Context: an optimization exercise on an open-source flow, tuned for small area, a short achievable clock period and few clock cycles per item. The choices shown serve that exercise and are no tape-out recipe. Function was checked by simulation only, so behaviour that the tests miss may differ from the original. No activity file was given, so power comes from the tool's default toggle rates.

**design/flow/design.v**
```verilog
package nhm_pkg;
   localparam int unsigned SLOTS_DEF = 16;
   localparam logic [1:0] OP_HEARTBEAT = 2'd0;
   localparam logic [1:0] OP_SILENCE   = 2'd1;
   localparam logic [1:0] OP_QUERY     = 2'd2;
   localparam logic [1:0] OP_RESERVED  = 2'd3;
   localparam logic [2:0] KIND_QUERY     = 3'd0;
   localparam logic [2:0] KIND_ONLINE    = 3'd1;
   localparam logic [2:0] KIND_RECOVERED = 3'd5;
   localparam logic [2:0] KIND_REBOOT    = 3'd6;
   localparam logic [2:0] KIND_SILENT    = 3'd7;
   localparam logic [2:0] CSR_HIBERNATE = 3'd0;
   localparam logic [2:0] CSR_CRITICAL  = 3'd1;
   localparam logic [2:0] CSR_WARNING   = 3'd2;
   localparam logic [2:0] CSR_HYST      = 3'd3;
   localparam logic [2:0] CSR_RB_LIMIT  = 3'd4;
   localparam logic [2:0] CSR_RB_WINDOW = 3'd5;
   localparam logic [2:0] CSR_SILENCE   = 3'd6;
   localparam logic [15:0] HIBERNATE_RST = 16'd330;
   localparam logic [15:0] CRITICAL_RST  = 16'd340;
   localparam logic [15:0] WARNING_RST   = 16'd360;
   localparam logic [15:0] HYST_RST      = 16'd10;
   localparam logic [15:0] RB_LIMIT_RST  = 16'd5;
   localparam logic [31:0] RB_WINDOW_RST = 32'd86400000;
   localparam logic [31:0] SILENCE_RST   = 32'd600000;
   localparam logic [2:0] CS_HIB       = 3'd0;
   localparam logic [2:0] CS_CRIT      = 3'd1;
   localparam logic [2:0] CS_WARN      = 3'd2;
   localparam logic [2:0] CS_WARN_UP   = 3'd3;
   localparam logic [2:0] CS_CRIT_UP   = 3'd4;
   localparam logic [2:0] CS_WINDOW    = 3'd5;
   localparam logic [2:0] CS_REBOOT    = 3'd6;
   localparam logic [2:0] CS_SILENCE   = 3'd7;
   typedef struct packed {
      logic [15:0] hibernate;
      logic [15:0] critical;
      logic [15:0] warning;
      logic [15:0] hyst;
      logic [15:0] rb_limit;
      logic [31:0] rb_window;
      logic [31:0] silence;
   } cfg_type;
   typedef struct packed {
      logic [31:0] node;
      logic [31:0] heard;
      logic [1:0]  level;
      logic        silent;
      logic        seen;
      logic [31:0] win_start;
      logic [15:0] rb_base;
      logic        anom;
   } entry_type;
   typedef enum logic [2:0] {
      ST_IDLE,
      ST_SCAN_RD,
      ST_SCAN_CMP,
      ST_FETCH,
      ST_CMP,
      ST_EVAL,
      ST_EMIT
   } state_type;
endpackage
module nhm_cmp #(
   parameter int W  = 32,
   parameter bit GE = 1'b0      
)(
   input  logic [W-1:0] a,
   input  logic [W-1:0] b,
   input  logic [W-1:0] lim,
   output logic         gt,
   output logic         br      
);
   function automatic logic carry1(input logic [W-1:0] x, input logic [W-1:0] y);
      logic [W-1:0] g, p;
      logic [W-1:0] gn, pn;
      g = x & y;
      p = x | y;
      for (int s = 1; s < W; s = s * 2) begin
         gn = g; pn = p;
         for (int i = 0; i < W; i++) begin
            if ((i / s) % 2 == 1) begin
               gn[i] = g[i] | (p[i] & g[(i / s) * s - 1]);
               pn[i] = p[i] & p[(i / s) * s - 1];
            end
         end
         g = gn; p = pn;
      end
      carry1 = g[W-1] | p[W-1];
   endfunction
   logic [W-1:0] nb, nl, xs, ys, ysh;
   logic         cw, sw, sw1;
   assign nb = ~b;
   assign nl = ~lim;
   assign xs = a ^ nb ^ nl;
   assign ys = (a & nb) | (a & nl) | (nb & nl);
   assign ysh = {ys[W-2:0], GE ? 1'b1 : 1'b0};
   assign br  = !carry1(a, nb);          
   assign cw  = carry1(xs, ysh);         
   assign sw  = ys[W-1] ^ cw;
   assign sw1 = ys[W-1] & cw;
   assign gt  = sw1 | (br & sw);
endmodule
module nhm_lt #(
   parameter int W = 16
)(
   input  logic [W-1:0] a,
   input  logic [W-1:0] b,
   output logic         lt
);
   function automatic logic carry1(input logic [W-1:0] x, input logic [W-1:0] y);
      logic [W-1:0] g, p;
      logic [W-1:0] gn, pn;
      g = x & y;
      p = x | y;
      for (int s = 1; s < W; s = s * 2) begin
         gn = g; pn = p;
         for (int i = 0; i < W; i++) begin
            if ((i / s) % 2 == 1) begin
               gn[i] = g[i] | (p[i] & g[(i / s) * s - 1]);
               pn[i] = p[i] & p[(i / s) * s - 1];
            end
         end
         g = gn; p = pn;
      end
      carry1 = g[W-1] | p[W-1];
   endfunction
   assign lt = !carry1(a, ~b);
endmodule
import nhm_pkg::*;
module node_health_monitor_table_core #(
   parameter int unsigned SLOTS = SLOTS_DEF
)(
   input  logic        clock,
   input  logic        reset,
   input  logic        req_valid,
   output logic        req_ready,
   input  logic [1:0]  req_opcode,
   input  logic [31:0] req_node_id,
   input  logic [15:0] req_battery_cv,
   input  logic [15:0] req_reboot_total,
   input  logic [31:0] req_now_ms,
   output logic        rsp_valid,
   input  logic        rsp_ready,
   output logic [2:0]  rsp_alert_kind,
   output logic [31:0] rsp_alert_node,
   output logic [15:0] rsp_alert_arg,
   output logic [31:0] rsp_alert_time_ms,
   output logic [31:0] rsp_heard_ms,
   output logic        rsp_last_of_run,
   input  logic        csr_wen,
   input  logic [2:0]  csr_index,
   input  logic [31:0] csr_wdata
);
   localparam int unsigned CW = $clog2(SLOTS + 1);
   nhm_pkg::cfg_type cfg_ff;
   always_ff @(posedge clock) begin
      if (reset) begin
         cfg_ff <= {HIBERNATE_RST, CRITICAL_RST, WARNING_RST, HYST_RST,
                    RB_LIMIT_RST, RB_WINDOW_RST, SILENCE_RST};
      end else if (csr_wen) begin
         unique case (csr_index)
            CSR_HIBERNATE: cfg_ff.hibernate <= csr_wdata[15:0];
            CSR_CRITICAL:  cfg_ff.critical  <= csr_wdata[15:0];
            CSR_WARNING:   cfg_ff.warning   <= csr_wdata[15:0];
            CSR_HYST:      cfg_ff.hyst      <= csr_wdata[15:0];
            CSR_RB_LIMIT:  cfg_ff.rb_limit  <= csr_wdata[15:0];
            CSR_RB_WINDOW: cfg_ff.rb_window <= csr_wdata;
            CSR_SILENCE:   cfg_ff.silence   <= csr_wdata;
            default: ;
         endcase
      end
   end
   logic [31:0] m_node  [SLOTS];
   logic [31:0] m_heard [SLOTS];
   logic [1:0]  m_level [SLOTS];
   logic        m_silent[SLOTS];
   logic [31:0] m_wstart[SLOTS];
   logic [15:0] m_rbase [SLOTS];
   logic        m_anom  [SLOTS];
   logic [CW-1:0] used_ff;             
   logic [CW-1:0] alloc_ff;            
   logic stall, adv;
   logic        b_v;
   logic [1:0]  b_op;
   logic [31:0] b_id;
   logic [15:0] b_cv, b_rb;
   logic [31:0] b_now;
   logic [1:0]  b_lvl;
   logic        b_warn_up, b_crit_up;
   logic [SLOTS-1:0] b_hit;            
   logic [SLOTS-1:0] b_wsel;           
   logic [CW-1:0] b_free;              
   logic        b_found, b_claim, b_prev;  
   logic [31:0] b_heard, b_wstart;
   logic [15:0] b_rbase;
   logic [1:0]  b_level;
   logic        b_silent, b_anom;
   logic        c_v;
   logic [1:0]  c_op;
   logic [31:0] c_id;
   logic [15:0] c_cv, c_rb;
   logic [31:0] c_now;
   logic [1:0]  c_lvl;
   logic        c_warn_up, c_crit_up;
   logic [SLOTS-1:0] c_wsel;
   logic        c_found, c_claim;
   logic [31:0] c_heard;
   logic [1:0]  c_level;
   logic        c_silent, c_anom;
   logic        c_win_gt, c_sil_gt, c_rb_gt, c_rb0;
   logic        c_go, do_hb, do_sil, do_qry, c_wr, restart;
   logic [1:0]  n_level;
   logic        n_anom;
   logic accept, in_v, in_hb, a_prev, a_prev2, a_c, a_claim;
   logic [SLOTS-1:0] cam, a_hit;
   logic [31:0] r_heard, r_wstart;
   logic [15:0] r_rbase;
   logic [1:0]  r_level;
   logic        r_silent, r_anom;
   logic        lt_hib, lt_crit, lt_warn, ge_wu, ge_cu, br_w, br_c;
   assign accept = req_valid && req_ready;
   assign in_v   = accept && req_node_id != 32'd0 && req_opcode != OP_RESERVED;
   assign in_hb  = req_opcode == OP_HEARTBEAT;
   always_comb begin
      for (int i = 0; i < SLOTS; i++) begin
         cam[i] = (CW'(i) < used_ff) && (m_node[i] == req_node_id);
      end
   end
   assign a_prev  = b_v && (b_id == req_node_id);
   assign a_prev2 = c_v && (c_id == req_node_id);
   assign a_hit   = a_prev ? b_wsel : a_prev2 ? c_wsel : cam;
   assign a_claim = in_hb && a_hit == '0 && alloc_ff != CW'(SLOTS);
   assign a_c = a_prev2 && c_wr;
   always_comb begin
      r_heard = '0; r_wstart = '0; r_rbase = '0; r_level = '0; r_silent = 1'b0; r_anom = 1'b0;
      for (int i = 0; i < SLOTS; i++) begin
         r_heard  = r_heard  | ({32{cam[i]}} & m_heard[i]);
         r_wstart = r_wstart | ({32{cam[i]}} & m_wstart[i]);
         r_rbase  = r_rbase  | ({16{cam[i]}} & m_rbase[i]);
         r_level  = r_level  | ({2{cam[i]}}  & m_level[i]);
         r_silent = r_silent | (cam[i] & m_silent[i]);
         r_anom   = r_anom   | (cam[i] & m_anom[i]);
      end
      if (a_c) begin
         r_silent = do_sil;
         if (do_hb) begin
            r_heard = c_now;
            r_level = n_level;
            r_anom  = n_anom;
            if (restart) begin
               r_wstart = c_now;
               r_rbase  = c_rb;
            end
         end
      end
   end
   nhm_lt #(.W(16)) u_hib  (.a(req_battery_cv), .b(cfg_ff.hibernate), .lt(lt_hib));
   nhm_lt #(.W(16)) u_crit (.a(req_battery_cv), .b(cfg_ff.critical),  .lt(lt_crit));
   nhm_lt #(.W(16)) u_warn (.a(req_battery_cv), .b(cfg_ff.warning),   .lt(lt_warn));
   nhm_cmp #(.W(16), .GE(1'b1)) u_wu (.a(req_battery_cv), .b(cfg_ff.warning),
                                      .lim(cfg_ff.hyst), .gt(ge_wu), .br(br_w));
   nhm_cmp #(.W(16), .GE(1'b1)) u_cu (.a(req_battery_cv), .b(cfg_ff.critical),
                                      .lim(cfg_ff.hyst), .gt(ge_cu), .br(br_c));
   always_ff @(posedge clock) begin
      if (reset) begin
         alloc_ff <= '0;
      end else if (in_v && a_claim) begin
         alloc_ff <= alloc_ff + CW'(1);
      end
      if (accept) begin
         b_op      <= req_opcode;
         b_id      <= req_node_id;
         b_cv      <= req_battery_cv;
         b_rb      <= req_reboot_total;
         b_now     <= req_now_ms;
         b_lvl     <= lt_hib ? 2'd3 : lt_crit ? 2'd2 : lt_warn ? 2'd1 : 2'd0;
         b_warn_up <= ge_wu && !br_w;
         b_crit_up <= ge_cu && !br_c;
         b_hit     <= a_hit;
         b_free    <= alloc_ff;
         b_found   <= a_hit != '0;
         b_claim   <= a_claim;
         b_prev    <= a_prev;
         b_heard   <= r_heard;
         b_wstart  <= r_wstart;
         b_rbase   <= r_rbase;
         b_level   <= r_level;
         b_silent  <= r_silent;
         b_anom    <= r_anom;
      end
   end
   logic same, same_hb, sel_w;
   logic gw_m, gw_c, gs_m, gs_c, gr_m, gr_c;
   logic nc0, nc1, nc2, nc3, nc4, nc5;
   always_comb begin
      for (int i = 0; i < SLOTS; i++) begin
         b_wsel[i] = b_hit[i] | (b_claim && b_free == CW'(i));
      end
   end
   assign same    = b_prev && c_wr;
   assign same_hb = b_prev && do_hb;
   assign sel_w   = same_hb && restart;
   nhm_cmp #(.W(32)) u_win_m (.a(b_now), .b(b_wstart), .lim(cfg_ff.rb_window), .gt(gw_m), .br(nc0));
   nhm_cmp #(.W(32)) u_win_c (.a(b_now), .b(c_now),    .lim(cfg_ff.rb_window), .gt(gw_c), .br(nc1));
   nhm_cmp #(.W(32)) u_sil_m (.a(b_now), .b(b_heard),  .lim(cfg_ff.silence),   .gt(gs_m), .br(nc2));
   nhm_cmp #(.W(32)) u_sil_c (.a(b_now), .b(c_now),    .lim(cfg_ff.silence),   .gt(gs_c), .br(nc3));
   nhm_cmp #(.W(16)) u_rb_m  (.a(b_rb),  .b(b_rbase),  .lim(cfg_ff.rb_limit),  .gt(gr_m), .br(nc4));
   nhm_cmp #(.W(16)) u_rb_c  (.a(b_rb),  .b(c_rb),     .lim(cfg_ff.rb_limit),  .gt(gr_c), .br(nc5));
   always_ff @(posedge clock) begin
      if (adv) begin
         c_op      <= b_op;
         c_id      <= b_id;
         c_cv      <= b_cv;
         c_rb      <= b_rb;
         c_now     <= b_now;
         c_lvl     <= b_lvl;
         c_warn_up <= b_warn_up;
         c_crit_up <= b_crit_up;
         c_wsel    <= b_wsel;
         c_found   <= b_found;
         c_claim   <= b_claim;
         c_heard   <= same_hb ? c_now : b_heard;
         c_level   <= same_hb ? n_level : b_level;
         c_silent  <= same ? do_sil : b_silent;
         c_anom    <= same_hb ? n_anom : b_anom;
         c_win_gt  <= sel_w ? gw_c : gw_m;
         c_sil_gt  <= same_hb ? gs_c : gs_m;
         c_rb_gt   <= sel_w ? gr_c : gr_m;
         c_rb0     <= sel_w ? (c_rb == 16'd0) : (b_rbase == 16'd0);
      end
   end
   logic [1:0] lvl0;
   logic       ev_on, ev_rb;
   logic [2:0] ev_lk;
   assign c_go = c_v && !stall;
   always_comb begin
      do_hb  = c_go && c_op == OP_HEARTBEAT && (c_found || c_claim);
      do_qry = c_go && c_op == OP_QUERY;
      do_sil = c_go && c_op == OP_SILENCE && c_found && !c_silent && c_sil_gt;
      c_wr   = do_hb || do_sil;
      ev_on  = c_found && c_silent;
      lvl0   = c_found ? c_level : c_lvl;
      n_level = lvl0;
      ev_lk  = 3'd0;
      if (c_lvl > lvl0) begin
         n_level = c_lvl;
         ev_lk   = 3'd1 + {1'b0, c_lvl};
      end else if (lvl0 != 2'd0) begin
         if (c_warn_up) begin
            n_level = 2'd0;
            ev_lk   = KIND_RECOVERED;
         end else if (lvl0 >= 2'd2 && c_crit_up) begin
            n_level = lvl0 - 2'd1;
         end
      end
      restart = c_win_gt || c_rb0;
      ev_rb   = !restart && c_rb_gt && !c_anom;
      n_anom  = !restart && (c_anom || c_rb_gt);
   end
   always_ff @(posedge clock) begin
      for (int i = 0; i < SLOTS; i++) begin
         if (c_wsel[i] && do_hb && c_claim) begin
            m_node[i] <= c_id;
         end
         if (c_wsel[i] && do_hb) begin
            m_heard[i] <= c_now;
            m_level[i] <= n_level;
            m_anom[i]  <= n_anom;
         end
         if (c_wsel[i] && c_wr) begin
            m_silent[i] <= do_sil;
         end
         if (c_wsel[i] && do_hb && restart) begin
            m_wstart[i] <= c_now;
            m_rbase[i]  <= c_rb;
         end
      end
   end
   always_ff @(posedge clock) begin
      if (reset) begin
         used_ff <= '0;
      end else if (do_hb && c_claim) begin
         used_ff <= used_ff + CW'(1);
      end
   end
   typedef struct packed {
      logic [31:0] node;
      logic [31:0] at;
      logic [31:0] data;      
      logic        q;
      logic        on;
      logic [2:0]  lk;
      logic        rb;
      logic        sl;
   } rec_type;
   rec_type n_rec, t_ff, h_ff, h_in;
   logic    t_v, h_v;
   logic [2:0]  k_ff, k_in;
   logic [15:0] a_ff, a_in;
   logic        l_ff, l_in;
   logic push, pop, beat, h_load, t_load, t_nx;
   always_comb begin
      n_rec.node = c_id;
      n_rec.at   = c_now;
      n_rec.data = do_qry ? c_heard : {c_cv, c_rb};
      n_rec.q    = do_qry;
      n_rec.on   = do_hb && ev_on;
      n_rec.lk   = do_hb ? ev_lk : 3'd0;
      n_rec.rb   = do_hb && ev_rb;
      n_rec.sl   = do_sil;
   end
   assign push = do_qry || do_sil || (do_hb && (ev_on || ev_lk != 3'd0 || ev_rb));
   assign rsp_valid = h_v;
   assign beat      = h_v && rsp_ready;
   assign pop       = beat && l_ff;
   assign stall     = c_v && t_v;
   assign adv       = !stall;
   assign h_load = !h_v || pop;
   assign h_in   = t_v ? t_ff : n_rec;
   function automatic logic [20:0] first_beat(input rec_type r);
      logic [2:0]  k;
      logic [15:0] a;
      logic        l;
      k = r.on ? KIND_ONLINE : (r.lk != 3'd0) ? r.lk : r.rb ? KIND_REBOOT :
          r.sl ? KIND_SILENT : KIND_QUERY;
      a = r.on ? 16'd0 : (r.lk != 3'd0) ? r.data[31:16] : r.rb ? r.data[15:0] : 16'd0;
      l = ({1'b0, r.on} + {1'b0, r.lk != 3'd0} + {1'b0, r.rb}) <= 2'd1;
      first_beat = {k, a, l};
   endfunction
   rec_type h_rest;
   always_comb begin
      h_rest = h_ff;
      if (h_ff.on)              h_rest.on = 1'b0;
      else if (h_ff.lk != 3'd0) h_rest.lk = 3'd0;
      else                      h_rest.rb = 1'b0;
      if (h_load) begin
         {k_in, a_in, l_in} = first_beat(h_in);
      end else begin
         {k_in, a_in, l_in} = first_beat(h_rest);
      end
   end
   always_ff @(posedge clock) begin
      if (h_load) begin
         h_ff <= h_in;
         k_ff <= k_in;
         a_ff <= a_in;
         l_ff <= l_in;
      end else if (beat) begin
         h_ff <= h_rest;
         k_ff <= k_in;
         a_ff <= a_in;
         l_ff <= l_in;
      end
      if (t_load) begin
         t_ff <= n_rec;
      end
   end
   assign t_load = push && !(h_load && !t_v);
   assign t_nx   = t_v ? !(pop && !push) : (push && h_v && !pop);
   always_ff @(posedge clock) begin
      if (reset) begin
         b_v       <= 1'b0;
         c_v       <= 1'b0;
         h_v       <= 1'b0;
         t_v       <= 1'b0;
         req_ready <= 1'b0;
      end else begin
         if (adv) begin
            b_v <= in_v;
            c_v <= b_v;
         end
         h_v <= h_v ? !(pop && !t_v && !push) : (t_v || push);
         t_v <= t_nx;
         req_ready <= !(adv ? b_v : c_v) || !t_nx;
      end
   end
   assign rsp_alert_kind    = k_ff;
   assign rsp_alert_node    = h_ff.node;
   assign rsp_alert_arg     = a_ff;
   assign rsp_alert_time_ms = h_ff.at;
   assign rsp_heard_ms      = h_ff.q ? h_ff.data : 32'd0;
   assign rsp_last_of_run   = l_ff;
endmodule
```
**design/flow/run.sh**
```bash
#!/bin/bash
# synth_recipe.tcl (not shown) runs the flow's synth.tcl, then flattens the netlist and writes it again
# the make line also repeats each setting of config.mk as NAME=value (left out here)
make -C /OpenROAD-flow-scripts/flow DESIGN_CONFIG=/design/flow/config.mk WORK_HOME=/design/flow/orfs CLKGATE_MAP_FILE= SYNTH_SCRIPT=/design/flow/synth_recipe.tcl finish
```
**design/flow/config.mk**
```make
export PLATFORM = sky130hd
export DESIGN_NAME = node_health_monitor_table_core
export DESIGN_NICKNAME = node_health_monitor_table_core
export VERILOG_FILES = /design/flow/design.v
export SDC_FILE = /design/flow/constraint.sdc
export NUM_CORES = 4
export LEC_CHECK = 0
export CAP_MARGIN = 20
export CORE_MARGIN = 2
export CORE_UTILIZATION = 40
export SETUP_SLACK_MARGIN = 4.5
export SLEW_MARGIN = 20
export SYNTH_HIERARCHICAL = 1
export SYNTH_MINIMUM_KEEP_SIZE = 0
```
**design/flow/constraint.sdc**
```tcl
create_clock -name core_clock -period 8.0 [get_ports {clock}]
set_input_delay 1.6000 -clock core_clock [delete_from_list [all_inputs] [get_ports {clock}]]
set_output_delay 1.6000 -clock core_clock [all_outputs]
set_load 0.01 [all_outputs]
```
==> key figures, run 1 <==
Clock tree
  – Clock Latency Late Sink: 900 ps
  – TritonCTS Buffers: 281
  – CTS H-tree depth: 5
  – CTS tree: built
  – Deepest clock path buffer count: 4
  – Root buffer cell: clkbuf_16
  – CTS Sinks: 2611
  – # hold bufs at CTS: 0
  – Clock Pin Slew Worst Setup and Hold Paths: 60 ps

Pwr
  – Pwr/cell area: 208.5 nW/um^2
  – Maximum VDD drop: 0.0002192 V
  – Leakage: 50.07 nW

Setup path
  – Setup Crit Path Kind: primary input to flip-flop
  – Critical Path RT: 8760 ps
  – Arr. time, crit path: 4850 ps
  – Critical Path Fanout Max: 8
  – Crit end category: flip-flop
  – Critical path launch point type: primary input

Routing
  – Routed WL: 432.0 mm
  – Vias: 76720
  – DRT antenna net count: 0
  – Average wire per standard cell: 34.39 um
  – Vias/cell: 6.107
  – Residual DRC count: 0
  – Starting DRT DRC Count: 11780
  – Drt pass-1 iters: 6

GRT
  – Initial antenna violation count: 27
  – Total GRT Usage: 28.62%
  – Number of global-route vias before repair: 73060
  – Total gr overflow: 0
  – Pin count of the biggest net entering global routing: 104
  – First-pass GRT wire length: 585.4 mm

Placed design
  – Dpl cell area: 122300 um^2
  – RD Place Congestion: 0.9039
  – Dpl hpwl: 220.4 mm
  – Port-buffer cells: 255

Timing
  – Fmax: 244.6 MHz
  – Worst Max-Slew Pin Slew: 1158 ps
  – Post-layout min period: 4088 ps
  – Final setup vio count: 0
  – Fin crit share: 51.09%
  – Final Slew Violations: 0
  – Rel. slew slack: 20.82%
  – Worst-case clock skew: 64.57 ps
  – RSZ-0062 raised after global routing: yes
  – Fin Setup TNS: 0 ps
  – Final Hold Viols: 0

Synthesis
  – Mapped Cells: 7728
  – Syn Std Cell Area: 114700 um^2
  – Syn_nets: 8458
  – Synth warn: 18
  – Syn_area_per_cell: 14.84 um^2

Layout
  – Final instance area: 142200 um^2
  – Commonest cells after routing, fill and taps aside: edfxtp_1 (2452), inv_1 (523), ha_1 (400), nand2_1 (369), xor2_1 (367)
  – Commonest non-fill, non-tap cell in the layout: edfxtp_1
  – Layout cells sized above 1: 20.18%
  – Nets: 9304
  – Area Overhead vs Synth: 24.00%
  – Fillers: 23400

Die
  – Die width: 539.5 um
  – # rows: 196
  – Initial Util: 40.22%
  – Core area: 285200 um^2
  – I/O Pins: 256
  – Die height: 539.5 um
  – DIE AREA: 291100 um^2

Flow run
  – Max_cap viols: 0

Min path
  – Worst Hold Class: flip-flop to flip-flop

Outcome
  – Status: complete, no violations
registers in the layout, summed over array words and instances (netlist names), 32 cells and up:
register	count
b_heard	32
b_id	32
b_now	32
b_wstart	32
c_heard	32
c_id	32
c_now	32
cfg_ff	144
h_ff	103
m_heard	512
m_level	32
m_node	512
m_rbase	256
m_wstart	512
t_ff	103
routing by layer:
layer | track usage (%) | routed length (um) | vias up
li1 | - | - | 30940
met4 | 14.39 | 26560 | 8
met3 | 6.427 | 52310 | 1176
met5 | 0 | 131 | -
met1 | 37.36 | 158600 | 39130
met2 | 44.86 | 194400 | 5465
report_power, final:
group	internal [W]	leakage, nW	switching (W)	total [W]
sequential	0.0150	24.0	0.000159	0.0152
combinational	0.000650	21.8	0.00107	0.00172
clock	0.00726	4.25	0.00550	0.0128
final cells by class:
type / instances / area [um^2] / area share [%]
Antenna cell: 25 / 62.56 / 0.04398
Clock buffer: 351 / 7472 / 5.253
Clock inverter: 134 / 1269 / 0.8919
Inverter: 531 / 2002 / 1.407
Multi-Input combinational cell: 4204 / 37210 / 26.16
Sequential cell: 2611 / 76820 / 54.00
Tap cell: 3762 / 4707 / 3.309
Timing Repair Buffer: 945 / 12700 / 8.928
stage by stage:
| stage | total power, W | hold slack, ps | setup slack (ps) | cells | util (%) |
|---|---|---|---|---|---|
| floorplan | 0.01626 | 400.3 | 3256 | 7728 | - |
| global placement | 0.01688 | 402.1 | 1659 | 11570 | 42.87 |
| detailed placement | 0.01692 | 405.9 | 1642 | 11570 | 42.87 |
| CTS | 0.02961 | 403.2 | 4034 | 12470 | 49.13 |
| global route | 0.03028 | 409.0 | 3882 | 12550 | 49.87 |
| finish | 0.02965 | 406.9 | 3912 | 12560 | 49.87 |
final timing paths:
| path | startpoint | endpoint | slack [ps] | depth (start not counted) |
|---|---|---|---|---|
| worst min-delay path | b_cv[3]$_DFFE_PP_ | c_cv[3]$_DFFE_PN_ | 410 | 0 |
| worst min register to register | b_cv[3]$_DFFE_PP_ | c_cv[3]$_DFFE_PN_ | 410 | 0 |
| worst max register to register | c_id[14]$_DFFE_PN_ | alloc_ff[3]$_SDFFE_PP0P_ | 4120 | 13 |
| worst max-delay path | req_node_id[26] | alloc_ff[3]$_SDFFE_PP0P_ | 3910 | 15 |
critical path: stages:
cell	delay [ps]
buf_8	100
buf_12	130
xnor2_4	140
nand4_1	190
nor4_4	310
buf_4	180
nand4_4	160
buf_12	190
buf_16	140
a221oi_4	270
o22ai_1	130
or4_4	530
nor3_4	290
nand4_2	150
mux2_4	320
what timing repair did:
action | 4_1_cts | 5_1_grt
gates resized for setup | 1086 | 263
gates cloned | 104 | 10
setup endpoints to repair | 1111 | 244
setup buffers | 314 | 59
pin swaps | 254 | 188
Testbench counts, summed over its fixed seeds: cycles 2,670, items 2,560.
==> run 2, diff against run 1 <==
--- a/design/flow/design.v
+++ b/design/flow/design.v
@@ -213,6 +213,7 @@
    logic        n_anom;
    logic accept, in_v, in_hb, a_prev, a_prev2, a_c, a_claim;
    logic [SLOTS-1:0] cam, a_hit;
+   logic [CW-1:0] a_free;
    logic [31:0] r_heard, r_wstart;
    logic [15:0] r_rbase;
    logic [1:0]  r_level;
@@ -229,7 +230,8 @@
    assign a_prev  = b_v && (b_id == req_node_id);
    assign a_prev2 = c_v && (c_id == req_node_id);
    assign a_hit   = a_prev ? b_wsel : a_prev2 ? c_wsel : cam;
-   assign a_claim = in_hb && a_hit == '0 && alloc_ff != CW'(SLOTS);
+   assign a_free  = alloc_ff + CW'(b_v && b_claim);
+   assign a_claim = in_hb && a_hit == '0 && a_free != CW'(SLOTS);
    assign a_c = a_prev2 && c_wr;
    always_comb begin
       r_heard = '0; r_wstart = '0; r_rbase = '0; r_level = '0; r_silent = 1'b0; r_anom = 1'b0;
@@ -264,7 +266,7 @@
    always_ff @(posedge clock) begin
       if (reset) begin
          alloc_ff <= '0;
-      end else if (in_v && a_claim) begin
+      end else if (adv && b_v && b_claim) begin
          alloc_ff <= alloc_ff + CW'(1);
       end
       if (accept) begin
@@ -277,7 +279,7 @@
          b_warn_up <= ge_wu && !br_w;
          b_crit_up <= ge_cu && !br_c;
          b_hit     <= a_hit;
-         b_free    <= alloc_ff;
+         b_free    <= a_free;
          b_found   <= a_hit != '0;
          b_claim   <= a_claim;
          b_prev    <= a_prev;
--- a/design/flow/config.mk
+++ b/design/flow/config.mk
@@ -7,8 +7,8 @@
 export LEC_CHECK = 0
 export CAP_MARGIN = 20
 export CORE_MARGIN = 2
-export CORE_UTILIZATION = 40
-export SETUP_SLACK_MARGIN = 4.5
+export CORE_UTILIZATION = 60
+export SETUP_SLACK_MARGIN = 5
 export SLEW_MARGIN = 20
 export SYNTH_HIERARCHICAL = 1
 export SYNTH_MINIMUM_KEEP_SIZE = 0
==> run 2 against run 1 <==
Against the previous run:
- still clean on timing, DRC and antenna
- core utilization is 26 points higher
- first-iteration DRC count is 28% higher
- routed wire length is 7.2% higher
- global-route usage is 17 points higher
- maximum frequency is 9.8% higher
- area after synthesis is 0.53% higher
- cell count is 8.0% lower
- worst hold slack better by 6.5 ps
- critical endpoint is now b_heard[1]$_DFFE_PP_
- highest routed layer unchanged
==> key figures, run 2 <==
Routing
  – Drt pass-1 iters: 10 (+4)
  – Residual DRC count: 0 (unchanged)
  – Routed WL: 463.1 mm (+7.2%)
  – Vias/cell: 7.117 (+17%)
  – DRT antenna net count: 0 (unchanged)
  – Vias: 82280 (+7.2%)
  – Average wire per standard cell: 40.06 um (+16%)
  – Starting DRT DRC Count: 15060 (+28%)

Setup path
  – Critical path launch point type: primary input
  – Worst Setup SP: req_node_id[14]
  – Setup Crit Path Kind: primary input to flip-flop
  – Critical Path RT: 8800 ps (+40 ps)
  – Crit end category: flip-flop
  – Worst Reg2Reg Path Length in Cells: 12 (-1)
  – R2R Path Start: b_heard[1]$_DFFE_PP_
  – Critical Path Fanout Max: 6 (-2)
  – Arr. time, crit path: 4520 ps (-330 ps)

Timing
  – Final setup vio count: 0 (unchanged)
  – Fmax: 268.5 MHz (+9.8%)
  – Final Hold Viols: 0 (unchanged)
  – Worst Max-Slew Pin Slew: 1265 ps (+107.2 ps)
  – Rel. slew slack: 15.67% (-5.1 points)
  – Post-layout min period: 3724 ps (-363.8 ps)
  – RSZ-0062 raised after global routing: yes
  – Worst-case clock skew: 106.8 ps (+42.21 ps)
  – Final Slew Violations: 0 (unchanged)
  – Fin crit share: 46.55% (-4.5 points)
  – Fin Setup TNS: 0 ps (unchanged)

Pwr
  – Maximum VDD drop: 0.0002414 V (+10%)
  – Clock Power Share: 43.4% (+0.4 points)
  – Pwr/cell area: 206.8 nW/um^2 (-0.80%)
  – P_int: 0.02325 W (+1.4%)
  – Logic pwr share: 6.0% (+0.2 points)
  – Switch share: 22.57% (-0.11 points)
  – Sequential share of power: 50.5% (-0.7 points)
  – Leakage: 52.13 nW (+4.1%)
  – NetSw: 0.006777 W (+0.77%)

Flow run
  – Max_cap viols: 0 (unchanged)

Clock tree
  – Clock Latency Late Sink: 1010 ps (+110 ps)
  – Root buffer cell: clkbuf_16
  – CTS H-tree depth: 5 (unchanged)
  – Deepest clock path buffer count: 4 (unchanged)
  – TritonCTS Buffers: 286 (+1.8%)
  – CTS Sinks: 2611 (unchanged)
  – CTS tree: built
  – Clock Pin Slew Worst Setup and Hold Paths: 90 ps (+30 ps)

Layout
  – Layout cells sized above 1: 24.41% (+4.2 points)
  – Largest regs: m_heard x512, m_node x512, m_wstart x512
  – Nets: 9528 (+2.4%)
  – Commonest non-fill, non-tap cell in the layout: edfxtp_1
  – Commonest cells after routing, fill and taps aside: edfxtp_1 (2452), inv_1 (517), xor2_1 (420), ha_1 (398), buf_4 (395)
  – Area Overhead vs Synth: 25.92%
  – Finished Layout Cells: 11560 (-8.0%)

Die
  – I/O Pins: 256 (unchanged)
  – Die height: 442.4 um (-18%)
  – Initial Util: 60.51% (+20 points)
  – DIE AREA: 195700 um^2 (-33%)
  – Die width: 442.4 um (-18%)
  – # rows: 160 (-18%)
  – Core area: 190600 um^2 (-33%)

GRT
  – Initial antenna violation count: 45 (+67%)
  – Total gr overflow: 0 (unchanged)
  – First-pass GRT wire length: 615.1 mm (+5.1%)
  – Pin count of the biggest net entering global routing: 100 (-3.8%)
  – Number of global-route vias before repair: 75910 (+3.9%)
  – Total GRT Usage: 45.98% (+17 points)

Outcome
  – Status: complete, no violations

Min path
  – Worst Hold Class: flip-flop to flip-flop
  – WHS Path Cells: 0 (unchanged)
  – Startpoint of the worst hold path: b_cv[10]$_DFFE_PP_

Synthesis
  – Mapped Cells: 7741 (+0.17%)
  – Synth warn: 18 (unchanged)
  – Syn Std Cell Area: 115300 um^2 (+0.53%)
  – Syn_area_per_cell: 14.90 um^2 (+0.36%)
  – Syn_nets: 8472 (+0.17%)

Placed design
  – RD Place Congestion: 0.8981 (-0.64%)
  – Port-buffer cells: 255 (unchanged)
  – Dpl hpwl: 214.4 mm (-2.7%)
  – Total placed cells including tap cells: 10330 (-11%)
[run 2: routing by layer]
metal	vias up	GRT usage [%]	routed length [um]
met5	-	0.5861	457
met4	26	30.66	41190
met3	2160	19.55	77400
met2	7916	64.73	192700
met1	40730	57.96	151300
li1	31450	-	-
[run 2: final timing paths]
check	slack, ps	endpoint
hold reg to reg	410	c_cv[10]$_DFFE_PN_
hold / removal	410	c_cv[10]$_DFFE_PN_
setup reg to reg	4320	c_sil_gt$_DFFE_PN_
setup / recovery	4280	b_heard[1]$_DFFE_PP_
[run 2: final cells by class]
cell class / instances / area, um^2
Antenna cell: 55 / 137.6
Tap cell: 2511 / 3142
Clock buffer: 359 / 7610
Clock inverter: 127 / 1281
Timing Repair Buffer: 1147 / 15900
Inverter: 532 / 2024
Sequential cell: 2611 / 76820
Multi-Input combinational cell: 4219 / 38290
Fill cell: 11180 / 45380
[run 2: power by group through the flow]
| stage | clock [W] | combinational [W] | sequential, W |
|---|---|---|---|
| global placement | 0 | 0.00137 | 0.0155 |
| CTS | 0.0128 | 0.00168 | 0.0152 |
| detailed placement | 0 | 0.00139 | 0.0155 |
| floorplan | 0 | 0.000793 | 0.0155 |
| global route | 0.0134 | 0.00189 | 0.0152 |
| finish | 0.0130 | 0.00181 | 0.0152 |
[run 2: critical path: stages]
cell and delay (ps):
buf_16 120, buf_12 130, buf_8 120, xor2_2 130, nor4_1 260, nand4_1 340
a2111oi_4 420, buf_6 200, buf_12 150, buf_6 110, buf_12 150, a22o_1 160
a221oi_2 40, and3_1 190, a41oi_2 340
[run 2: repair_timing]
| item | CTS | global route |
|---|---|---|
| setup endpoints to repair | 1625 | 561 |
| setup buffers | 382 | 119 |
| cloned | 176 | 9 |
| pin swaps | 335 | 243 |
| hold buffers | 0 | 0 |
| gates resized for setup | 1660 | 327 |
[run 2: stage by stage]
stage	worst slack [ps]	utilization [%]	total power, W	hold slack [ps]	cell area, um^2
after floorplan	3966	-	0.01625	400.3	116700
after global placement	1834	63.71	0.01687	403.4	121400
after detailed placement	1799	63.71	0.01689	404.5	121400
after CTS	4458	74.50	0.02970	417.4	142000
after global routing	4260	76.12	0.03051	421.6	145100
final	4276	76.19	0.03003	413.4	145200
Testbench counts of run 2, summed over its fixed seeds: cycles 2,670, items 2,560.
==> run 3, diff against run 2 <==
--- a/design/flow/design.v
+++ b/design/flow/design.v
@@ -126,6 +126,37 @@
    endfunction
    assign lt = !carry1(a, ~b);
 endmodule
+module nhm_cam #(
+   parameter int N = 16
+)(
+   input  logic [N*32-1:0] keys,
+   input  logic [N-1:0]    valid,
+   input  logic [31:0]     id,
+   output logic [N-1:0]    hit
+);
+   always_comb begin
+      for (int i = 0; i < N; i++) begin
+         hit[i] = valid[i] && (keys[i*32 +: 32] == id);
+      end
+   end
+endmodule
+module nhm_rd #(
+   parameter int N = 16,
+   parameter int W = 32
+)(
+   input  logic [N-1:0]   sel,
+   input  logic [N*W-1:0] data,
+   input  logic           take,
+   input  logic [W-1:0]   upd,
+   output logic [W-1:0]   q
+);
+   always_comb begin
+      q = {W{take}} & upd;
+      for (int i = 0; i < N; i++) begin
+         q = q | ({W{sel[i] && !take}} & data[i*W +: W]);
+      end
+   end
+endmodule
 import nhm_pkg::*;
 module node_health_monitor_table_core #(
    parameter int unsigned SLOTS = SLOTS_DEF
@@ -207,11 +238,13 @@
    logic [31:0] c_heard;
    logic [1:0]  c_level;
    logic        c_silent, c_anom;
-   logic        c_win_gt, c_sil_gt, c_rb_gt, c_rb0;
+   logic        c_rb0;
+   logic        c_sel_w, c_same_hb, c_gw_m, c_gw_c, c_gs_m, c_gs_c, c_gr_m, c_gr_c;
+   logic        c_win_gt, c_sil_gt, c_rb_gt;
    logic        c_go, do_hb, do_sil, do_qry, c_wr, restart;
    logic [1:0]  n_level;
    logic        n_anom;
-   logic accept, in_v, in_hb, a_prev, a_prev2, a_c, a_claim;
+   logic accept, in_v, in_hb, a_prev, a_prev2, a_c, a_claim, a_found;
    logic [SLOTS-1:0] cam, a_hit;
    logic [CW-1:0] a_free;
    logic [31:0] r_heard, r_wstart;
@@ -222,40 +255,48 @@
    assign accept = req_valid && req_ready;
    assign in_v   = accept && req_node_id != 32'd0 && req_opcode != OP_RESERVED;
    assign in_hb  = req_opcode == OP_HEARTBEAT;
+   logic [SLOTS*32-1:0] keys;
+   logic [SLOTS-1:0]    written;
    always_comb begin
       for (int i = 0; i < SLOTS; i++) begin
-         cam[i] = (CW'(i) < used_ff) && (m_node[i] == req_node_id);
+         keys[i*32 +: 32] = m_node[i];
+         written[i]       = CW'(i) < used_ff;
       end
    end
+   nhm_cam #(.N(SLOTS)) u_cam (.keys(keys), .valid(written), .id(req_node_id), .hit(cam));
    assign a_prev  = b_v && (b_id == req_node_id);
    assign a_prev2 = c_v && (c_id == req_node_id);
    assign a_hit   = a_prev ? b_wsel : a_prev2 ? c_wsel : cam;
+   assign a_found = a_prev ? b_wsel != '0 : a_prev2 ? c_wsel != '0 : cam != '0;
    assign a_free  = alloc_ff + CW'(b_v && b_claim);
-   assign a_claim = in_hb && a_hit == '0 && a_free != CW'(SLOTS);
+   assign a_claim = in_hb && !a_found && a_free != CW'(SLOTS);
    assign a_c = a_prev2 && c_wr;
+   logic f_hb, f_rs;
+   logic [SLOTS*32-1:0] d_heard, d_wstart;
+   logic [SLOTS*16-1:0] d_rbase;
+   logic [SLOTS*3-1:0]  d_la;
+   logic [SLOTS-1:0]    d_sil;
+   assign f_hb = a_prev2 && do_hb;
+   assign f_rs = f_hb && restart;
    always_comb begin
-      r_heard = '0; r_wstart = '0; r_rbase = '0; r_level = '0; r_silent = 1'b0; r_anom = 1'b0;
       for (int i = 0; i < SLOTS; i++) begin
-         r_heard  = r_heard  | ({32{cam[i]}} & m_heard[i]);
-         r_wstart = r_wstart | ({32{cam[i]}} & m_wstart[i]);
-         r_rbase  = r_rbase  | ({16{cam[i]}} & m_rbase[i]);
-         r_level  = r_level  | ({2{cam[i]}}  & m_level[i]);
-         r_silent = r_silent | (cam[i] & m_silent[i]);
-         r_anom   = r_anom   | (cam[i] & m_anom[i]);
-      end
-      if (a_c) begin
-         r_silent = do_sil;
-         if (do_hb) begin
-            r_heard = c_now;
-            r_level = n_level;
-            r_anom  = n_anom;
-            if (restart) begin
-               r_wstart = c_now;
-               r_rbase  = c_rb;
-            end
-         end
-      end
-   end
+         d_heard [i*32 +: 32] = m_heard[i];
+         d_wstart[i*32 +: 32] = m_wstart[i];
+         d_rbase [i*16 +: 16] = m_rbase[i];
+         d_la    [i*3 +: 3]   = {m_level[i], m_anom[i]};
+         d_sil   [i]          = m_silent[i];
+      end
+   end
+   nhm_rd #(.N(SLOTS), .W(32)) u_rd_h (.sel(cam), .data(d_heard),  .take(f_hb),
+                                       .upd(c_now), .q(r_heard));
+   nhm_rd #(.N(SLOTS), .W(32)) u_rd_w (.sel(cam), .data(d_wstart), .take(f_rs),
+                                       .upd(c_now), .q(r_wstart));
+   nhm_rd #(.N(SLOTS), .W(16)) u_rd_r (.sel(cam), .data(d_rbase),  .take(f_rs),
+                                       .upd(c_rb), .q(r_rbase));
+   nhm_rd #(.N(SLOTS), .W(3))  u_rd_l (.sel(cam), .data(d_la),     .take(f_hb),
+                                       .upd({n_level, n_anom}), .q({r_level, r_anom}));
+   nhm_rd #(.N(SLOTS), .W(1))  u_rd_s (.sel(cam), .data(d_sil),    .take(a_c),
+                                       .upd(do_sil), .q(r_silent));
    nhm_lt #(.W(16)) u_hib  (.a(req_battery_cv), .b(cfg_ff.hibernate), .lt(lt_hib));
    nhm_lt #(.W(16)) u_crit (.a(req_battery_cv), .b(cfg_ff.critical),  .lt(lt_crit));
    nhm_lt #(.W(16)) u_warn (.a(req_battery_cv), .b(cfg_ff.warning),   .lt(lt_warn));
@@ -280,7 +321,7 @@
          b_crit_up <= ge_cu && !br_c;
          b_hit     <= a_hit;
          b_free    <= a_free;
-         b_found   <= a_hit != '0;
+         b_found   <= a_found;
          b_claim   <= a_claim;
          b_prev    <= a_prev;
          b_heard   <= r_heard;
@@ -325,9 +366,14 @@
          c_level   <= same_hb ? n_level : b_level;
          c_silent  <= same ? do_sil : b_silent;
          c_anom    <= same_hb ? n_anom : b_anom;
-         c_win_gt  <= sel_w ? gw_c : gw_m;
-         c_sil_gt  <= same_hb ? gs_c : gs_m;
-         c_rb_gt   <= sel_w ? gr_c : gr_m;
+         c_sel_w   <= sel_w;
+         c_same_hb <= same_hb;
+         c_gw_m    <= gw_m;
+         c_gw_c    <= gw_c;
+         c_gs_m    <= gs_m;
+         c_gs_c    <= gs_c;
+         c_gr_m    <= gr_m;
+         c_gr_c    <= gr_c;
          c_rb0     <= sel_w ? (c_rb == 16'd0) : (b_rbase == 16'd0);
       end
    end
@@ -335,6 +381,9 @@
    logic       ev_on, ev_rb;
    logic [2:0] ev_lk;
    assign c_go = c_v && !stall;
+   assign c_win_gt = c_sel_w   ? c_gw_c : c_gw_m;
+   assign c_sil_gt = c_same_hb ? c_gs_c : c_gs_m;
+   assign c_rb_gt  = c_sel_w   ? c_gr_c : c_gr_m;
    always_comb begin
       do_hb  = c_go && c_op == OP_HEARTBEAT && (c_found || c_claim);
       do_qry = c_go && c_op == OP_QUERY;
@@ -399,6 +448,7 @@
    logic    t_v, h_v;
    logic [2:0]  k_ff, k_in;
    logic [15:0] a_ff, a_in;
+   logic [31:0] q_ff;          
    logic        l_ff, l_in;
    logic push, pop, beat, h_load, t_load, t_nx;
    always_comb begin
@@ -444,6 +494,7 @@
    always_ff @(posedge clock) begin
       if (h_load) begin
          h_ff <= h_in;
+         q_ff <= h_in.q ? h_in.data : 32'd0;
          k_ff <= k_in;
          a_ff <= a_in;
          l_ff <= l_in;
@@ -480,6 +531,6 @@
    assign rsp_alert_node    = h_ff.node;
    assign rsp_alert_arg     = a_ff;
    assign rsp_alert_time_ms = h_ff.at;
-   assign rsp_heard_ms      = h_ff.q ? h_ff.data : 32'd0;
+   assign rsp_heard_ms      = q_ff;
    assign rsp_last_of_run   = l_ff;
 endmodule
==> design/flow/flow/run.sh (new file) <==
#!/bin/bash
# The standard layout (standard.sh, unchanged synthesis and steps), with one change:
# the input and output port buffers are buf_4 cells instead of the buffer that
# buffer_ports picks on its own (clkdlybuf4s50_1, a delay cell that is slow on every
# port path). Every port still gets its own buffer. The make output goes to
# layout.log here; ORFS keeps each step's log under orfs/logs/.
set -euo pipefail
export BUFFER_PORTS_ARGS="-buffer_cell sky130_fd_sc_hd__buf_4"
bash standard.sh finish > layout.log 2>&1
==> design/flow/standard.sh (new file) <==
#!/bin/bash
# synth_recipe.tcl (not shown) runs the flow's synth.tcl, then flattens the netlist and writes it again
# the make line also repeats each setting of config.mk as NAME=value (left out here)
make -C /OpenROAD-flow-scripts/flow DESIGN_CONFIG=/design/flow/config.mk WORK_HOME=/design/flow/orfs CLKGATE_MAP_FILE= SYNTH_SCRIPT=/design/flow/synth_recipe.tcl "${@:-finish}"
--- a/design/flow/config.mk
+++ b/design/flow/config.mk
@@ -7,7 +7,7 @@
 export LEC_CHECK = 0
 export CAP_MARGIN = 20
 export CORE_MARGIN = 2
-export CORE_UTILIZATION = 60
+export CORE_UTILIZATION = 45
 export SETUP_SLACK_MARGIN = 5
 export SLEW_MARGIN = 20
 export SYNTH_HIERARCHICAL = 1
removed: design/flow/run.sh
==> run 3 against run 2 <==
Against the previous run:
- still clean
- global-route usage shrank 14 points
- register-to-register slack improved by 320 ps
- critical path depth is 3 lower
- power is 1.3% higher
- flip-flop and latch count grew 36
- cell count is 4.2% higher
- critical endpoint is now b_wstart[26]$_DFFE_PP_
- largest power group unchanged
==> key figures, run 3 <==
Routing
  – Routed WL: 447.1 mm (-3.5%)
  – Residual DRC count: 0 (unchanged)
  – DRT antenna net count: 0 (unchanged)
  – Average wire per standard cell: 37.09 um (-7.4%)
  – Drt pass-1 iters: 8 (-2)
  – Vias: 77070 (-6.3%)
  – Vias/cell: 6.394 (-10%)
  – Starting DRT DRC Count: 12150 (-19%)

Synthesis
  – Synth warn: 23 (+5)
  – Syn Std Cell Area: 117200 um^2 (+1.6%)
  – Syn_area_per_cell: 15.29 um^2 (+2.6%)
  – Syn_nets: 8396 (-0.90%)
  – Mapped Cells: 7665 (-0.98%)

Die
  – Core area: 259200 um^2 (+36%)
  – DIE AREA: 264500 um^2 (+35%)
  – Die width: 514.3 um (+16%)
  – Die height: 514.3 um (+16%)
  – Initial Util: 45.21% (-15 points)
  – # rows: 187 (+17%)
  – I/O Pins: 256 (unchanged)

Layout
  – Nets: 9154 (-3.9%)
  – FF/Latch Area: 77910 um^2 (+1.4%)
  – Area Overhead vs Synth: 21.34%
  – Fillers: 20260 (+81%)
  – Commonest non-fill, non-tap cell in the layout: edfxtp_1
  – Commonest cells after routing, fill and taps aside: edfxtp_1 (2488), inv_1 (530), xor2_1 (505), ha_1 (401), buf_4 (364)
  – Multi-input logic area: 37310 um^2 (-2.6%)
  – Largest regs: m_heard x512, m_node x512, m_wstart x512
  – Final instance area: 142200 um^2 (-2.1%)
  – Layout cells sized above 1: 21.59% (-2.8 points)

Setup path
  – R2R Path Start: b_now[11]$_DFFE_PP_
  – Worst Reg2Reg Path Length in Cells: 13 (+1)
  – Critical Path Fanout Max: 8 (+2)
  – Setup Crit Path Kind: primary input to flip-flop
  – Worst Setup EP: b_wstart[26]$_DFFE_PP_
  – Crit end category: flip-flop
  – R2r setup slk: 4640 ps (+320 ps)
  – Arr. time, crit path: 4110 ps (-410 ps)
  – Worst Setup SP: req_node_id[8]
  – Critical Path RT: 8670 ps (-130 ps)
  – Critical path launch point type: primary input
  – CP Cell Sequence: buf_16 > buf_6 > buf_6 > xor2_2 > nor4_2 > nand3_2 > or3_4 > nor3_4 > buf_12 > buf_12 > buf_16 > mux2_4
  – CP peak stage delay: 520 ps (+100 ps)
  – Reg-to-reg endpoint: c_gw_m$_DFFE_PN_
  – Worst path slowest cell: or3_4

Min path
  – Worst Hold Class: flip-flop to flip-flop

GRT
  – Initial antenna violation count: 40 (-11%)
  – First-pass GRT wire length: 587.4 mm (-4.5%)
  – Total GRT Usage: 32.16% (-14 points)
  – Number of global-route vias before repair: 71440 (-5.9%)
  – Total gr overflow: 0 (unchanged)
  – Pin count of the biggest net entering global routing: 119 (+19%)

Clock tree
  – Clock Latency Late Sink: 950 ps (-60 ps)
  – CTS tree: built
  – # hold bufs at CTS: 0 (unchanged)
  – Clock Pin Slew Worst Setup and Hold Paths: 60 ps (-30 ps)
  – TritonCTS Buffers: 294 (+2.8%)
  – CTS H-tree depth: 5 (unchanged)
  – Deepest clock path buffer count: 4 (unchanged)
  – Root buffer cell: clkbuf_16
  – CTS Sinks: 2647 (+1.4%)

Pwr
  – Sequential share of power: 51.1% (+0.6 points)
  – Leakage: 51.66 nW (-0.90%)
  – P_int: 0.02338 W (+0.55%)
  – Clock Power Share: 42.1% (-1.3 points)
  – Switch share: 23.14% (+0.57 points)
  – Pwr/cell area: 213.9 nW/um^2 (+3.4%)
  – Logic pwr share: 6.8% (+0.8 points)
  – NetSw: 0.007040 W (+3.9%)
  – Maximum VDD drop: 0.0002365 V (-2.0%)

Placed design
  – RD Place Congestion: 0.8681 (-3.3%)
  – Dpl cell area: 123000 um^2 (+1.3%)
  – Port-buffer cells: 255 (unchanged)
  – Dpl hpwl: 212.6 mm (-0.87%)

Timing
  – Fin crit share: 43.00% (-3.5 points)
  – Final Slew Violations: 0 (unchanged)
  – Worst Max-Slew Pin Slew: 1059 ps (-205.8 ps)
  – Fin Setup TNS: 0 ps (unchanged)
  – RSZ-0062 raised after global routing: yes
  – Final Hold Viols: 0 (unchanged)
  – Post-layout min period: 3440 ps (-283.4 ps)
  – Final setup vio count: 0 (unchanged)
  – Fmax: 290.7 MHz (+8.2%)
  – Worst-case clock skew: 61.00 ps (-45.78 ps)
  – Rel. slew slack: 29.39% (+14 points)

Outcome
  – Status: complete, no violations

Flow run
  – Max_cap viols: 0 (unchanged)
run 3: metrics by stage:
step	hold WS (ps)	setup WS (ps)	util [%]	std cells	total power [W]
floorplan	400.3	3946	-	7665	0.01676
detailed placement	404.5	2623	47.45	11130	0.01754
CTS	383.2	4671	53.78	11920	0.03028
global route	386.5	4597	54.83	12030	0.03109
global placement	402.6	2561	47.44	11130	0.01750
finish	373.3	4560	54.85	12050	0.03042
run 3: cell type report:
class                      count  share of cell area [%]
inverter                     550                   1.481
antenna                       27                 0.04751
multi-input combinational   4109                   26.23
timing repair buffer         820                   8.285
timing repair inverter         1                0.005279
sequential                  2647                   54.79
clock inverter               139                  0.7021
tap                         3402                   2.993
clock buffer                 357                   5.465
run 3: power by group through the flow:
stage                     combinational (W)  clock [W]  sequential [W]
after floorplan                    0.000942          0          0.0158
after global placement              0.00166          0          0.0158
after detailed placement            0.00170          0          0.0158
after CTS                           0.00194     0.0128          0.0155
after global routing                0.00219     0.0134          0.0155
final                               0.00208     0.0128          0.0155
run 3: worst max-delay path, delay by kind of cell:
kind / cells / cell delay, ps
AND/OR/NAND/NOR: 4 / 1170
multiplexers: 1 / 320
XOR/XNOR: 1 / 130
buffers and inverters: 6 / 840
run 3: per-layer routing:
layer / vias up / share of wire, % / global-route usage [%]
met5: - / 0.053 / 0
met2: 5892 / 43 / 47.90
li1: 30640 / - / -
met1: 39280 / 37 / 43.78
met3: 1233 / 14 / 8.983
met4: 26 / 5.9 / 14.75
run 3: repair_timing:
| item | in CTS | in global routing |
|---|---|---|
| pin swaps | 127 | 150 |
| setup endpoints to repair | 1223 | 398 |
| cloned | 117 | 34 |
| resized for setup | 637 | 226 |
| buffers inserted | 172 | 74 |
run 3: worst min-delay path by stage:
stage               depth (start not counted)                   to  slack (ps)           startpoint
finish                                      0    c_cv[2]$_DFFE_PN_         370    b_cv[2]$_DFFE_PP_
CTS                                         0    c_cv[2]$_DFFE_PN_         380    b_cv[2]$_DFFE_PP_
global placement                            0    c_cv[5]$_DFFE_PN_         400    b_cv[5]$_DFFE_PP_
global route                                0    c_cv[2]$_DFFE_PN_         390    b_cv[2]$_DFFE_PP_
detailed placement                          0    c_cv[5]$_DFFE_PN_         400    b_cv[5]$_DFFE_PP_
floorplan                                   0  c_crit_up$_DFFE_PN_         400  b_crit_up$_DFFE_PP_
Testbench counts of run 3, summed over its fixed seeds: cycles 2,670, items 2,560.
==> run 4, diff against run 3 <==
--- a/design/flow/config.mk
+++ b/design/flow/config.mk
@@ -7,7 +7,7 @@
 export LEC_CHECK = 0
 export CAP_MARGIN = 20
 export CORE_MARGIN = 2
-export CORE_UTILIZATION = 45
+export CORE_UTILIZATION = 35
 export SETUP_SLACK_MARGIN = 5
 export SLEW_MARGIN = 20
 export SYNTH_HIERARCHICAL = 1
==> run 4 against run 3 <==
Against the previous run:
- sequential power about the same
- global-route usage decreased by 6.2 points
- still clean
- synthesized cell count stayed put
- area after synthesis unchanged
- design area is 1.9% higher
- largest power group unchanged
- die area grew 28%
==> key figures, run 4 <==
Pwr
  – Maximum VDD drop: 0.0001794 V (-24%)
  – Logic pwr share: 7.0% (+0.2 points)
  – NetSw: 0.007232 W (+2.7%)
  – P_int: 0.02353 W (+0.62%)
  – Pwr/cell area: 212.3 nW/um^2 (-0.74%)
  – Sequential share of power: 50.5% (-0.6 points)
  – Clock Power Share: 42.5% (+0.4 points)
  – Switch share: 23.51% (+0.37 points)
  – Leakage: 52.26 nW (+1.2%)

Routing
  – Starting DRT DRC Count: 11750 (-3.3%)
  – Residual DRC count: 0 (unchanged)
  – Routed WL: 457.3 mm (+2.3%)
  – Vias: 77490 (+0.54%)
  – Average wire per standard cell: 34.91 um (-5.9%)
  – Vias/cell: 5.916 (-7.5%)
  – DRT antenna net count: 0 (unchanged)
  – Drt pass-1 iters: 8 (unchanged)

Setup path
  – Delay-heaviest family, CP: compound AO/OA/AOI/OAI gates
  – CP peak stage delay: 540 ps (+20 ps)
  – CP Cell Sequence: buf_4 > buf_4 > inv_1 > fa_1 > a222oi_1 > a22oi_1 > o221ai_1 > nand3_1 > a311o_1 > o211ai_1 > ha_1 > nand2_1 > o31ai_2
  – Worst path slowest cell: fa_1
  – Critical Path Fanout Max: 5 (-3)
  – Critical Path RT: 8620 ps (-50 ps)
  – Worst path bufs/invs: 3 (-3)
  – Crit end category: flip-flop
  – Most numerous cell on the critical path: buf_4
  – CP Depth: 13 (+1)
  – Arr. time, crit path: 4100 ps (about the same)
  – Critical path launch point type: flip-flop
  – Worst Reg2Reg Path Length in Cells: 13 (unchanged)
  – Setup Crit Path Kind: flip-flop to flip-flop

Timing
  – Rel. slew slack: 24.15% (-5.2 points)
  – Fmax: 287.9 MHz (-0.95%)
  – Worst-case clock skew: 92.46 ps (+31.46 ps)
  – Final Slew Violations: 0 (unchanged)
  – Final Hold Viols: 0 (unchanged)
  – Fin crit share: 43.42% (+0.41 points)
  – Post-layout min period: 3473 ps (+32.84 ps)
  – Worst Max-Slew Pin Slew: 1138 ps (+78.68 ps)
  – Fin Setup TNS: 0 ps (unchanged)
  – RSZ-0062 raised after global routing: yes
  – Final setup vio count: 0 (unchanged)
  – Worst Hold Slack: 418.6 ps (+45.23 ps)

Placed design
  – Total placed cells including tap cells: 12110 (+8.8%)
  – RD Place Congestion: 0.8735 (+0.62%)
  – Port-buffer cells: 255 (unchanged)
  – Dpl hpwl: 222.1 mm (+4.5%)

Layout
  – Area Overhead vs Synth: 23.60%
  – Multi-input logic area: 37610 um^2 (+0.82%)
  – Commonest non-fill, non-tap cell in the layout: edfxtp_1
  – FF/Latch Area: 77910 um^2 (about the same)
  – Finished Layout Cells: 13100 (+8.7%)
  – Largest regs: m_heard x512, m_node x512, m_wstart x512
  – Fillers: 28750 (+42%)
  – Nets: 9199 (+0.49%)
  – Layout cells sized above 1: 22.62% (+1.0 points)
  – Commonest cells after routing, fill and taps aside: edfxtp_1 (2488), inv_1 (534), xor2_1 (502), buf_4 (420), ha_1 (401)

Synthesis
  – Syn_area_per_cell: 15.29 um^2 (unchanged)
  – Synth warn: 23 (unchanged)
  – Syn_nets: 8396 (unchanged)
  – Mapped Cells: 7665 (unchanged)
  – Syn Std Cell Area: 117200 um^2 (unchanged)

Die
  – I/O Pins: 256 (unchanged)
  – Die width: 582.7 um (+13%)
  – DIE AREA: 339500 um^2 (+28%)
  – Die height: 582.7 um (+13%)
  – Core area: 333400 um^2 (+29%)
  – Initial Util: 35.15% (-10 points)
  – # rows: 212 (+13%)

Clock tree
  – CTS Sinks: 2647 (unchanged)
  – Clock Pin Slew Worst Setup and Hold Paths: 60 ps (about the same)
  – Deepest clock path buffer count: 4 (unchanged)
  – CTS H-tree depth: 5 (unchanged)
  – Root buffer cell: clkbuf_16
  – CTS tree: built
  – TritonCTS Buffers: 278 (-5.4%)
  – Clock Latency Late Sink: 910 ps (-40 ps)

Outcome
  – Status: complete, no violations

GRT
  – Total GRT Usage: 25.92% (-6.2 points)
  – Number of global-route vias before repair: 73800 (+3.3%)
  – First-pass GRT wire length: 611.3 mm (+4.1%)
  – Initial antenna violation count: 33 (-18%)
  – Pin count of the biggest net entering global routing: 116 (-2.5%)
  – Total gr overflow: 0 (unchanged)

Min path
  – Worst Hold Class: flip-flop to flip-flop
  – WHS Path Cells: 0 (unchanged)

Flow run
  – Max_cap viols: 0 (unchanged)
==> run 4: layer usage <==
layer	track usage, %	wire length (um)	vias up
li1	-	-	30750
met1	32.83	163100	39480
met2	38.93	198800	5876
met3	8.138	62980	1373
met4	15.38	32280	12
met5	0	82	-
==> run 4: final timing paths <==
kind                       start                  to  slack (ps)
max          b_now[11]$_DFFE_PP_    c_gs_m$_DFFE_PN_        4530
min           b_cv[14]$_DFFE_PP_  c_cv[14]$_DFFE_PN_         420
max reg2reg  b_now[11]$_DFFE_PP_    c_gs_m$_DFFE_PN_        4530
min reg2reg   b_cv[14]$_DFFE_PP_  c_cv[14]$_DFFE_PN_         420
==> run 4: power by group through the flow <==
stage / Combinational (W) / Sequential, W / Clock [W]
detailed placement: 0.00172 / 0.0159 / 0
global route: 0.00225 / 0.0155 / 0.0136
finish: 0.00214 / 0.0155 / 0.0131
CTS: 0.00203 / 0.0155 / 0.0131
floorplan: 0.000942 / 0.0158 / 0
global placement: 0.00168 / 0.0159 / 0
==> run 4: what timing repair did <==
item	in CTS	in global routing
cloned	142	14
pin swaps	202	155
hold buffers	0	0
setup buffers	226	81
gates resized for setup	697	224
endpoints found under the setup margin	1339	597
==> run 4: final cells by class <==
type                       count  share of cell area, %
sequential                  2647                  53.78
multi-input combinational   4102                  25.97
timing repair buffer         888                  8.794
clock buffer                 356                  5.191
tap                         4387                  3.789
inverter                     550                  1.449
clock inverter               144                 0.9855
antenna                       23                0.03973
timing repair inverter         1               0.005182
==> run 4: per-stage QoR <==
step	setup slack, ps	total power (W)	util (%)	cell area, um^2
3_3_place_gp	2590	0.01753	37.26	124200
5_1_grt	4458	0.03140	43.44	144800
6_report	4527	0.03076	43.45	144900
2_1_floorplan	3946	0.01676	-	118200
4_1_cts	4581	0.03062	42.75	142600
3_5_place_dp	2598	0.01758	37.26	124200
==> run 5, diff against run 4 <==
--- a/design/flow/config.mk
+++ b/design/flow/config.mk
@@ -7,7 +7,7 @@
 export LEC_CHECK = 0
 export CAP_MARGIN = 20
 export CORE_MARGIN = 2
-export CORE_UTILIZATION = 35
+export CORE_UTILIZATION = 40
 export SETUP_SLACK_MARGIN = 5
 export SLEW_MARGIN = 20
 export SYNTH_HIERARCHICAL = 1
==> run 5 against run 4 <==
Against the previous run:
- critical path type unchanged
- non-clock buffer count increased by 55
- core utilization increased by 6.3 points
- cell count decreased by 3.3%
==> key figures, run 5 <==
Outcome
  – Status: complete, no violations

Placed design
  – RD Place Congestion: 0.9034 (+3.4%)
  – Dpl hpwl: 221.5 mm (-0.30%)
  – Port-buffer cells: 255 (unchanged)

Clock tree
  – Deepest clock path buffer count: 4 (unchanged)
  – CTS tree: built
  – Clock Pin Slew Worst Setup and Hold Paths: 60 ps (about the same)
  – Root buffer cell: clkbuf_16
  – CTS Sinks: 2647 (unchanged)
  – Clock Latency Late Sink: 910 ps (about the same)
  – CTS H-tree depth: 5 (unchanged)
  – # hold bufs at CTS: 0 (unchanged)
  – TritonCTS Buffers: 281 (+1.1%)

Die
  – Die width: 545.3 um (-6.4%)
  – Die height: 545.3 um (-6.4%)
  – # rows: 198 (-6.6%)
  – I/O Pins: 256 (unchanged)
  – DIE AREA: 297300 um^2 (-12%)
  – Initial Util: 40.23% (+5.1 points)
  – Core area: 291300 um^2 (-13%)

Min path
  – Startpoint of the worst hold path: b_cv[10]$_DFFE_PP_
  – Worst Hold Class: flip-flop to flip-flop
  – WHS Path Cells: 0 (unchanged)
  – Hold worst-path end: c_cv[10]$_DFFE_PN_

Pwr
  – Logic pwr share: 7.2% (+0.2 points)
  – NetSw: 0.007162 W (-0.96%)
  – Tot Pwr: 0.03054 W (-0.70%)
  – Sequential share of power: 50.8% (+0.3 points)
  – P_int: 0.02338 W (-0.61%)
  – Switch share: 23.45% (-0.064 points)
  – Pwr/cell area: 210.6 nW/um^2 (-0.81%)
  – Clock Power Share: 42.0% (-0.5 points)
  – Maximum VDD drop: 0.0001921 V (+7.1%)
  – Leakage: 52.51 nW (+0.48%)

Setup path
  – Critical Path RT: 8660 ps (+40 ps)
  – Reg-to-reg endpoint: c_gs_m$_DFFE_PN_
  – Setup Crit Path Kind: flip-flop to flip-flop
  – R2r setup slk: 4560 ps (+30 ps)
  – Critical path launch point type: flip-flop
  – Worst Reg2Reg Path Length in Cells: 14 (+1)
  – R2R Path Start: b_now[15]$_DFFE_PP_
  – Critical Path Fanout Max: 3 (-2)
  – Crit end category: flip-flop
  – Arr. time, crit path: 4100 ps (about the same)

Routing
  – Residual DRC count: 0 (unchanged)
  – Drt pass-1 iters: 11 (+3)
  – Starting DRT DRC Count: 12690 (+8.0%)
  – Vias: 78900 (+1.8%)
  – Routed WL: 481.5 mm (+5.3%)
  – Average wire per standard cell: 38.01 um (+8.9%)
  – DRT antenna net count: 0 (unchanged)
  – Vias/cell: 6.229 (+5.3%)

Layout
  – Area Overhead vs Synth: 23.74%
  – Fillers: 24110 (-16%)
  – Layout cells sized above 1: 23.33% (+0.71 points)
  – Largest regs: m_heard x512, m_node x512, m_wstart x512
  – Multi-input logic area: 37650 um^2 (about the same)
  – Commonest cells after routing, fill and taps aside: edfxtp_1 (2488), inv_1 (524), xor2_1 (505), buf_4 (426), ha_1 (401)
  – Commonest non-fill, non-tap cell in the layout: edfxtp_1
  – Nets: 9258 (+0.64%)
  – FF/Latch Area: 77910 um^2 (about the same)

GRT
  – First-pass GRT wire length: 620.6 mm (+1.5%)
  – Pin count of the biggest net entering global routing: 124 (+6.9%)
  – Total gr overflow: 0 (unchanged)
  – Number of global-route vias before repair: 72920 (-1.2%)
  – Initial antenna violation count: 57 (+73%)
  – Total GRT Usage: 30.26% (+4.3 points)

Synthesis
  – Syn Std Cell Area: 117200 um^2 (unchanged)
  – Syn_nets: 8396 (unchanged)
  – Syn_area_per_cell: 15.29 um^2 (unchanged)
  – Mapped Cells: 7665 (unchanged)
  – Synth warn: 23 (unchanged)

Timing
  – Worst-case clock skew: 72.06 ps (-20.40 ps)
  – Fin Setup TNS: 0 ps (unchanged)
  – Fin crit share: 42.99% (-0.42 points)
  – Rel. slew slack: 21.03% (-3.1 points)
  – Fmax: 290.7 MHz (+0.98%)
  – Post-layout min period: 3439 ps (-33.80 ps)
  – Final Hold Viols: 0 (unchanged)
  – Final Slew Violations: 0 (unchanged)
  – Worst Max-Slew Pin Slew: 1185 ps (+46.77 ps)
  – RSZ-0062 raised after global routing: yes
  – Final setup vio count: 0 (unchanged)

Flow run
  – Max_cap viols: 0 (unchanged)
run 5: final cells by class:
class | instances | area share [%]
Tap cell | 3900 | 3.365
Timing Repair inverter | 1 | 0.005177
Multi-Input combinational cell | 4103 | 25.96
Timing Repair Buffer | 943 | 9.414
Sequential cell | 2647 | 53.72
Clock buffer | 368 | 5.262
Antenna cell | 36 | 0.06212
Inverter | 550 | 1.449
Clock inverter | 119 | 0.7601
run 5: worst max-delay path by stage:
| stage | depth (start not counted) | end | slack (ps) | start |
|---|---|---|---|---|
| final | 14 | c_gs_m$_DFFE_PN_ | 4560 | b_now[15]$_DFFE_PP_ |
| after global routing | 11 | c_gw_c$_DFFE_PN_ | 4510 | b_now[27]$_DFFE_PP_ |
| after CTS | 10 | b_wstart[24]$_DFFE_PP_ | 4600 | req_node_id[28] |
| after detailed placement | 8 | b_heard[30]$_DFFE_PP_ | 2690 | req_node_id[19] |
| after global placement | 8 | b_heard[14]$_DFFE_PP_ | 2630 | req_node_id[19] |
| after floorplan | 5 | t_ff[0]$_DFFE_PP_ | 3950 | rsp_ready |
run 5: repair_timing:
action	4_1_cts	5_1_grt
pin swaps	121	199
setup buffers	239	110
hold endpoints to repair	0	0
cloned	124	49
gates resized for setup	657	341
setup endpoints to repair	1259	462
run 5: stage by stage:
stage                     hold slack (ps)  instances  instance area [um^2]  util [%]  setup slack [ps]
after floorplan                     400.3       7665                118200         -              3946
after global placement              400.5      11620                123600     42.42              2632
after detailed placement            404.5      11620                123600     42.42              2687
after CTS                           416.8      12470                141100     48.43              4603
after global routing                423.6      12640                145000     49.76              4512
final                               414.4      12670                145000     49.78              4561
run 5: worst max-delay path: stages, from the launching register on:
cell	delay [ps]
edfxtp_1	440
buf_12	160
buf_8	110
inv_4	40
fa_1	500
a222oi_1	400
buf_4	200
nand3_4	70
nor2_4	120
o21ai_4	100
a311o_1	410
o211ai_1	120
ha_1	180
nand2_2	60
o31ai_4	310
run 5: power groups by stage:
stage | sequential (W) | clock [W] | combinational [W]
2_1_floorplan | 0.0158 | 0 | 0.000942
3_3_place_gp | 0.0158 | 0 | 0.00168
3_5_place_dp | 0.0158 | 0 | 0.00172
4_1_cts | 0.0155 | 0.0128 | 0.00202
5_1_grt | 0.0155 | 0.0133 | 0.00229
6_report | 0.0155 | 0.0128 | 0.00220
run 5: routing by layer:
metal	vias to the layer above	global-route usage [%]	routed length, um
met2	6328	45.21	203900
met1	40070	38.35	168100
met5	-	0	323
met3	1634	8.967	67820
li1	30840	-	-
met4	26	19.49	41390

[static timing again, ports no longer ideal]
Ports are ideal in the flow. The routed layouts listed here were re-timed in OpenROAD.
Step 1, drivers: a clkbuf_16 drives clock and a buf_2 each remaining input, both assumed.
Step 2 times the ports against the registers' clock, not the clock port: input delays grow and output delays shrink by t, the midpoint of the rising clock arrivals with the driver on.
Three values: ideal, step 1, step 2; two values: the first two.
run	shift t [ns]	setup slack, ns
run 1	0.964	3.912 / 3.962 / 2.998
run 2	1.045	4.276 / 4.305 / 3.260
run 3	1.019	4.560 / 4.495 / 3.476
run 4	0.977	4.527 / 4.442 / 3.465
run 5	0.980	4.561 / 4.549 / 3.569
After both steps every run listed still meets setup and hold.
